This is an optimization exercise on Yosys and OpenROAD, whose aim is small area, a short achievable clock period and few clock cycles per item, not a production implementation.
RTL that was checked went through simulation tests only; none was proved equivalent to the original.
Power figures rest on the tool's default switching activity, not on a simulated workload.

==> v28 <==
==> flow/design.v (excerpt) <==
module fetch_top (
    input logic clk,
    input logic n_rst,
    output logic instr_valid,
    input logic instr_ready,
    output nand_cpu_pkg::instr_t instr_data,
    output nand_cpu_pkg::addr_t instr_pc,
    input logic branch_valid,
    input nand_cpu_pkg::addr_t branch_target,
    output logic mem_req,
    output logic [12:0] mem_addr,
    input logic mem_ack,
    input logic [15:0] mem_data
);
    nand_cpu_pkg::addr_t pc;      
    logic [14:0] nf;              
    logic req;                    
    logic act;                    
    logic [1:0] beat;             
    logic stale;                  
    logic [15:0] fifo [3];
    logic [1:0] rptr, wptr;       
    logic [1:0] count;            
    logic take, pop, push, issue;
    assign mem_req = req;
    assign mem_addr = nf[14:2];
    assign instr_valid = (count != 2'd0);
    assign instr_pc = pc;
    assign instr_data = pc[0] ? fifo[rptr][15:8] : fifo[rptr][7:0];
    assign take = instr_valid && instr_ready && !branch_valid;
    assign pop = take && pc[0];
    assign push = act && !stale && !branch_valid && (beat == nf[1:0]) && (count != 2'd3);
    assign issue = !req && (!act || beat == 2'd3);
    logic [1:0] wptr_inc, rptr_inc;
    assign wptr_inc = (wptr == 2'd2) ? 2'd0 : wptr + 2'd1;
    assign rptr_inc = (rptr == 2'd2) ? 2'd0 : rptr + 2'd1;
    always_ff @(posedge clk) begin
        if (!n_rst) begin
            pc <= '0;
            nf <= '0;
            req <= 1'b0;
  ...
==> module fetch_top, before the edit <==
module fetch_top (
    input logic clk,
    input logic n_rst,
    output logic instr_valid,
    input logic instr_ready,
    output nand_cpu_pkg::instr_t instr_data,
    output nand_cpu_pkg::addr_t instr_pc,
    input logic branch_valid,
    input nand_cpu_pkg::addr_t branch_target,
    output logic mem_req,
    output logic [12:0] mem_addr,
    input logic mem_ack,
    input logic [15:0] mem_data
);
    nand_cpu_pkg::addr_t pc;      
    logic [14:0] nf;              
    logic req;                    
    logic act;                    
    logic [1:0] beat;             
    logic stale;                  
    logic [15:0] fifo [3];
    logic [1:0] rptr, wptr;       
    logic [1:0] count;            
    logic take, pop, push, issue;
    assign mem_req = req;
    assign mem_addr = nf[14:2];
    assign instr_valid = (count != 2'd0);
    assign instr_pc = pc;
    assign instr_data = pc[0] ? fifo[rptr][15:8] : fifo[rptr][7:0];
    assign take = instr_valid && instr_ready && !branch_valid;
    assign pop = take && pc[0];
    assign push = act && !stale && !branch_valid && (beat == nf[1:0]) && (count != 2'd3);
    assign issue = !req && (!act || beat == 2'd3);
    logic [1:0] wptr_inc, rptr_inc;
    assign wptr_inc = (wptr == 2'd2) ? 2'd0 : wptr + 2'd1;
    assign rptr_inc = (rptr == 2'd2) ? 2'd0 : rptr + 2'd1;
    always_ff @(posedge clk) begin
        if (!n_rst) begin
            pc <= '0;
            nf <= '0;
            req <= 1'b0;
            act <= 1'b0;
            beat <= '0;
            stale <= 1'b0;
            rptr <= '0;
            wptr <= '0;
            count <= '0;
        end else begin
            if (branch_valid) begin
                pc <= branch_target;
            end else if (take) begin
                pc <= pc + 1'b1;
            end
            if (req && mem_ack) begin
                req <= 1'b0;
                act <= 1'b1;
                beat <= '0;
            end else if (act) begin
                beat <= beat + 1'b1;
                if (beat == 2'd3) begin
                    act <= 1'b0;
                end
            end
            if (issue) begin
                req <= 1'b1;
                stale <= 1'b0;
                if (branch_valid) begin
                    nf <= branch_target[15:1];
                end else if (stale) begin
                    nf <= pc[15:1];
                end else if (push) begin
                    nf <= nf + 1'b1;
                end
            end else begin
                if (branch_valid) begin
                    stale <= 1'b1;
                end
                if (push) begin
                    nf <= nf + 1'b1;
                end
            end
            if (branch_valid) begin
                rptr <= '0;
                wptr <= '0;
                count <= '0;
            end else begin
                if (push) begin
                    wptr <= wptr_inc;
                end
                if (pop) begin
                    rptr <= rptr_inc;
                end
                count <= count + {1'b0, push} - {1'b0, pop};
            end
        end
    end
    always_ff @(posedge clk) begin
        if (push) begin
            fifo[wptr] <= mem_data;
        end
    end
endmodule
make LEC_CHECK=0 CAP_MARGIN=20 CORE_MARGIN=2 CORE_UTILIZATION=40 PLACE_DENSITY=0.6 SLEW_MARGIN=20 finish   # period 6.5 ns
run.sh (not shown) runs the stock make flow with config.mk's settings and CLKGATE_MAP_FILE= SYNTH_SCRIPT=/design/flow/synth_recipe.tcl, a recipe that flattens the netlist after the stock synthesis.
==> v12 (differences from v28) <==
==> flow/design.v (replaced) <==
package nand_cpu_pkg;
    localparam int ADDR_WIDTH = 16;
    localparam int DATA_SIZE = 8;
    localparam int MEM_TRANS_SIZE = 16;
    typedef logic [ADDR_WIDTH-1:0] addr_t;
    typedef logic [DATA_SIZE-1:0] instr_t;
    typedef logic [MEM_TRANS_SIZE-1:0] beat_t;
endpackage
module fetch_top (
    input logic clk,
    input logic n_rst,
    output logic instr_valid,
    input logic instr_ready,
    output nand_cpu_pkg::instr_t instr_data,
    output nand_cpu_pkg::addr_t instr_pc,
    input logic branch_valid,
    input nand_cpu_pkg::addr_t branch_target,
    output logic mem_req,
    output logic [12:0] mem_addr,
    input logic mem_ack,
    input logic [15:0] mem_data
);
    nand_cpu_pkg::addr_t pc;      
    logic out_valid;
    nand_cpu_pkg::instr_t out_data;
    logic [14:0] nf;              
    logic req;                    
    logic act;                    
    logic [1:0] beat;             
    logic stale;                  
    logic [15:0] fifo [2];
    logic rptr, wptr;
    logic ne;                     
    logic full;                   
    logic need, nxt0, beat_in, pop, keep, push, push_need, issue, restart;
    nand_cpu_pkg::beat_t head;
    assign mem_req = req;
    assign mem_addr = nf[14:2];
    assign instr_valid = out_valid;
    assign instr_pc = pc;
    assign instr_data = out_data;
    assign need = !out_valid || instr_ready;
    assign nxt0 = out_valid ^ pc[0];
    assign head = fifo[rptr];
    assign beat_in = act && !stale && (beat == nf[1:0]);
    assign pop = need && ne && nxt0;
    assign keep = beat_in && (!full || pop);
    assign push_need = ne ? (!full || nxt0) : !nxt0;
    assign push = beat_in && (need ? push_need : !full);
    assign issue = !req && (!act || beat == 2'd3);
    assign restart = issue && (branch_valid || stale);
    always_ff @(posedge clk) begin
        if (!n_rst) begin
            pc <= '0;
            out_valid <= 1'b0;
            nf <= '0;
            req <= 1'b0;
            act <= 1'b0;
            beat <= '0;
            stale <= 1'b0;
            rptr <= 1'b0;
            wptr <= 1'b0;
            ne <= 1'b0;
            full <= 1'b0;
        end else begin
            if (branch_valid || (out_valid && instr_ready)) begin
                pc <= branch_valid ? branch_target : pc + 1'b1;
            end
            out_valid <= !branch_valid && ((out_valid && !instr_ready) || ne || beat_in);
            if (req && mem_ack) begin
                req <= 1'b0;
                act <= 1'b1;
                beat <= '0;
            end else if (act) begin
                beat <= beat + 1'b1;
                if (beat == 2'd3) begin
                    act <= 1'b0;
                end
            end
            if (issue) begin
                req <= 1'b1;
            end
            stale <= !issue && (stale || branch_valid);
            if (restart || keep) begin
                nf <= !restart ? nf + 1'b1 :
                      branch_valid ? branch_target[15:1] : pc[15:1];
            end
            if (branch_valid) begin
                rptr <= 1'b0;
                wptr <= 1'b0;
                ne <= 1'b0;
                full <= 1'b0;
            end else begin
                if (push) begin
                    wptr <= !wptr;
                end
                if (pop) begin
                    rptr <= !rptr;
                end
                if (push != pop) begin
                    ne <= push || full;
                    full <= push && ne;
                end
            end
        end
    end
    always_ff @(posedge clk) begin
        if (need) begin
            if (ne) begin
                out_data <= nxt0 ? head[15:8] : head[7:0];
            end else begin
                out_data <= nxt0 ? mem_data[15:8] : mem_data[7:0];
            end
        end
        if (push) begin
            fifo[wptr] <= mem_data;
        end
    end
endmodule
==> flow/flow/run.sh (new file) <==
#!/bin/bash
# The standard layout, with the smallest buffer (buf_1) on every input and
# output port instead of the one buffer_ports picks by default.
set -euo pipefail
export BUFFER_PORTS_ARGS="-buffer_cell sky130_fd_sc_hd__buf_1"
bash standard.sh > standard_flow.log 2>&1
==> flow/standard.sh (new file) <==
#!/bin/bash
# synth_recipe.tcl (not shown) runs the flow's synth.tcl, then flattens the netlist and writes it again
# the make line also repeats each setting of config.mk as NAME=value (left out here)
make -C /OpenROAD-flow-scripts/flow DESIGN_CONFIG=/design/flow/config.mk WORK_HOME=/design/flow/orfs CLKGATE_MAP_FILE= SYNTH_SCRIPT=/design/flow/synth_recipe.tcl "${@:-finish}"
ABC_CLOCK_PERIOD_IN_PS = 2500   (was not set)
SETUP_SLACK_MARGIN = 4.5   (was not set)
removed: flow/run.sh
==> v29 (differences from v28) <==
==> flow/design.v (replaced) <==
package nand_cpu_pkg;
    localparam int ADDR_WIDTH = 16;
    localparam int DATA_SIZE = 8;
    localparam int MEM_TRANS_SIZE = 16;
    typedef logic [ADDR_WIDTH-1:0] addr_t;
    typedef logic [DATA_SIZE-1:0] instr_t;
    typedef logic [MEM_TRANS_SIZE-1:0] beat_t;
endpackage
module fetch_top (
    input logic clk,
    input logic n_rst,
    output logic instr_valid,
    input logic instr_ready,
    output nand_cpu_pkg::instr_t instr_data,
    output nand_cpu_pkg::addr_t instr_pc,
    input logic branch_valid,
    input nand_cpu_pkg::addr_t branch_target,
    output logic mem_req,
    output logic [12:0] mem_addr,
    input logic mem_ack,
    input logic [15:0] mem_data
);
    nand_cpu_pkg::addr_t pc;      
    logic out_valid;
    nand_cpu_pkg::instr_t out_data;
    logic [14:0] nf;              
    logic req;                    
    logic act;                    
    logic [1:0] beat;             
    logic stale;                  
    logic [15:0] fifo [2];
    logic rptr, wptr;             
    logic ne;                     
    logic full;                   
    logic need, nxt0, beat_in, pop, keep, push, push_need, issue, restart;
    nand_cpu_pkg::beat_t head;
    nand_cpu_pkg::addr_t pc_next;
    assign mem_req = req;
    assign mem_addr = nf[14:2];
    assign instr_valid = out_valid;
    assign instr_pc = pc;
    assign instr_data = out_data;
    assign pc_next = branch_valid ? branch_target :
                     (out_valid && instr_ready) ? pc + 1'b1 : pc;
    assign need = !out_valid || instr_ready;
    assign nxt0 = out_valid ^ pc[0];
    assign head = fifo[rptr];
    assign wptr = rptr ^ (ne && !full);
    assign beat_in = act && !stale && (beat == nf[1:0]);
    assign pop = need && ne && nxt0;
    assign keep = beat_in && (!full || pop);
    assign push_need = ne ? (!full || nxt0) : !nxt0;
    assign push = beat_in && (need ? push_need : !full);
    assign issue = !req && (!act || beat == 2'd3);
    assign restart = issue && (branch_valid || stale);
    always_ff @(posedge clk) begin
        if (!n_rst) begin
            pc <= '0;
            out_valid <= 1'b0;
            req <= 1'b0;
            act <= 1'b0;
            stale <= 1'b1;
            ne <= 1'b0;
            full <= 1'b0;
        end else begin
            pc <= pc_next;
            out_valid <= !branch_valid && ((out_valid && !instr_ready) || ne || beat_in);
            if (req && mem_ack) begin
                req <= 1'b0;
                act <= 1'b1;
            end else if (act && beat == 2'd3) begin
                act <= 1'b0;
            end
            if (issue) begin
                req <= 1'b1;
            end
            stale <= !issue && (stale || branch_valid);
            if (branch_valid) begin
                ne <= 1'b0;
                full <= 1'b0;
            end else if (push != pop) begin
                ne <= push || full;
                full <= push && ne;
            end
        end
    end
    always_ff @(posedge clk) begin
        if (act) begin
            beat <= beat + 1'b1;
        end else begin
            beat <= '0;
        end
        if (restart || keep) begin
            nf <= restart ? pc_next[15:1] : nf + 1'b1;
        end
        if (pop) begin
            rptr <= !rptr;
        end
        if (need) begin
            if (ne) begin
                out_data <= nxt0 ? head[15:8] : head[7:0];
            end else begin
                out_data <= nxt0 ? mem_data[15:8] : mem_data[7:0];
            end
        end
        if (push) begin
            fifo[wptr] <= mem_data;
        end
    end
endmodule
==> flow/flow/run.sh (new file) <==
#!/bin/bash
# The standard layout, with the smallest buffer (buf_1) on every input and
# output port instead of the one buffer_ports picks by default.
set -euo pipefail
export BUFFER_PORTS_ARGS="-buffer_cell sky130_fd_sc_hd__buf_1"
bash standard.sh > standard_flow.log 2>&1
==> flow/standard.sh (new file) <==
#!/bin/bash
# synth_recipe.tcl (not shown) runs the flow's synth.tcl, then flattens the netlist and writes it again
# the make line also repeats each setting of config.mk as NAME=value (left out here)
make -C /OpenROAD-flow-scripts/flow DESIGN_CONFIG=/design/flow/config.mk WORK_HOME=/design/flow/orfs CLKGATE_MAP_FILE= SYNTH_SCRIPT=/design/flow/synth_recipe.tcl "${@:-finish}"
ABC_AREA = 1   (was not set)
ABC_CLOCK_PERIOD_IN_PS = 2500   (was not set)
SETUP_SLACK_MARGIN = 4.0   (was not set)
removed: flow/run.sh
==> summary.txt <==
| quantity | v29 | v12 | v28 |
|---|---|---|---|
| Status | complete, no violations | complete, no violations | complete, no violations |
| Biggest cell delay along the critical path | 0.54 ns | 0.30 ns | 0.66 ns |
| Row Count | 36 | 37 | 38 |
| Final layout net count | 591 | 580 | 493 |
| Sequential cell area | 0.00218 mm² | 0.00214 mm² | 0.00232 mm² |
| Critical path's slowest cell | sky130_fd_sc_hd__dfxtp_1 | sky130_fd_sc_hd__and2b_4 | sky130_fd_sc_hd__a2111o_1 |
| Crit path required time | 5.20 ns | 6.58 ns | 6.50 ns |
| Non-clock buffering overhead in the final layout | 0.0804 | 0.207 | 0.145 |
| Worst-path fanout max | 5 | 8 | 28 |
| Detail Route met3 WL | 586 µm | 809 µm | 550 µm |
| Total power | 1210 µW | 1220 µW | 1240 µW |
| Post-cts resize count | 6 | 174 | 0 |
| Worst reg2reg setup slack | 4.25 ns | 4.34 ns | 3.52 ns |
| Xor-xnor portion of the synthesized cell area | 0.0364 | 0.0356 | 0.0300 |
Testbench counts of v28, summed over its fixed seeds: cycles 64,126, bytes 34,829.
Testbench counts of v29, summed over its fixed seeds: cycles 64,126, bytes 34,829.
Only the layout flow was run in v12; the RTL was not checked for function there.

-- static timing again, ports no longer ideal --
How much do the figures lean on ideal ports? The routed layouts below were timed once more, with nothing changed but the port constraints.
Step 1 (the two cells are an assumption about what drives the block):
set clk [get_ports {clk}]
set_driving_cell -lib_cell sky130_fd_sc_hd__clkbuf_16 $clk
set_driving_cell -lib_cell sky130_fd_sc_hd__buf_2 [delete_from_list [all_inputs] $clk]
Step 2 adds t to the input delays and takes it off the output delays; t is the mean of the earliest and latest rising clock arrival at the registers after step 1. Input paths then give back, and output paths get back, about the clock's delay inside the block.
Three values: ideal, step 1, step 2; two values: the first two.
| run | shift t [ns] | setup WS [ns] | worst hold slack (ns) | slew at the worst register clock pin (ns) | pins driven straight from the clock port |
|---|---|---|---|---|---|
| v28 | 0.393 | 2.552 / 2.562 / 2.170 | 0.481 / 0.481 / 0.481 | 0.10 / 0.10 | 1 |
| v12 | 0.390 | 4.134 / 4.127 / 3.737 | 0.557 / 0.557 / 0.557 | 0.10 / 0.10 | 1 |
| v29 | 0.394 | 4.096 / 4.062 / 3.747 | 0.459 / 0.459 / 0.459 | 0.09 / 0.09 | 1 |
After both steps setup and hold are still met in every run listed. For v12, which loses most, drivers alone change the setup slack by -0.007 ns; drivers and shift together by -0.397 ns.
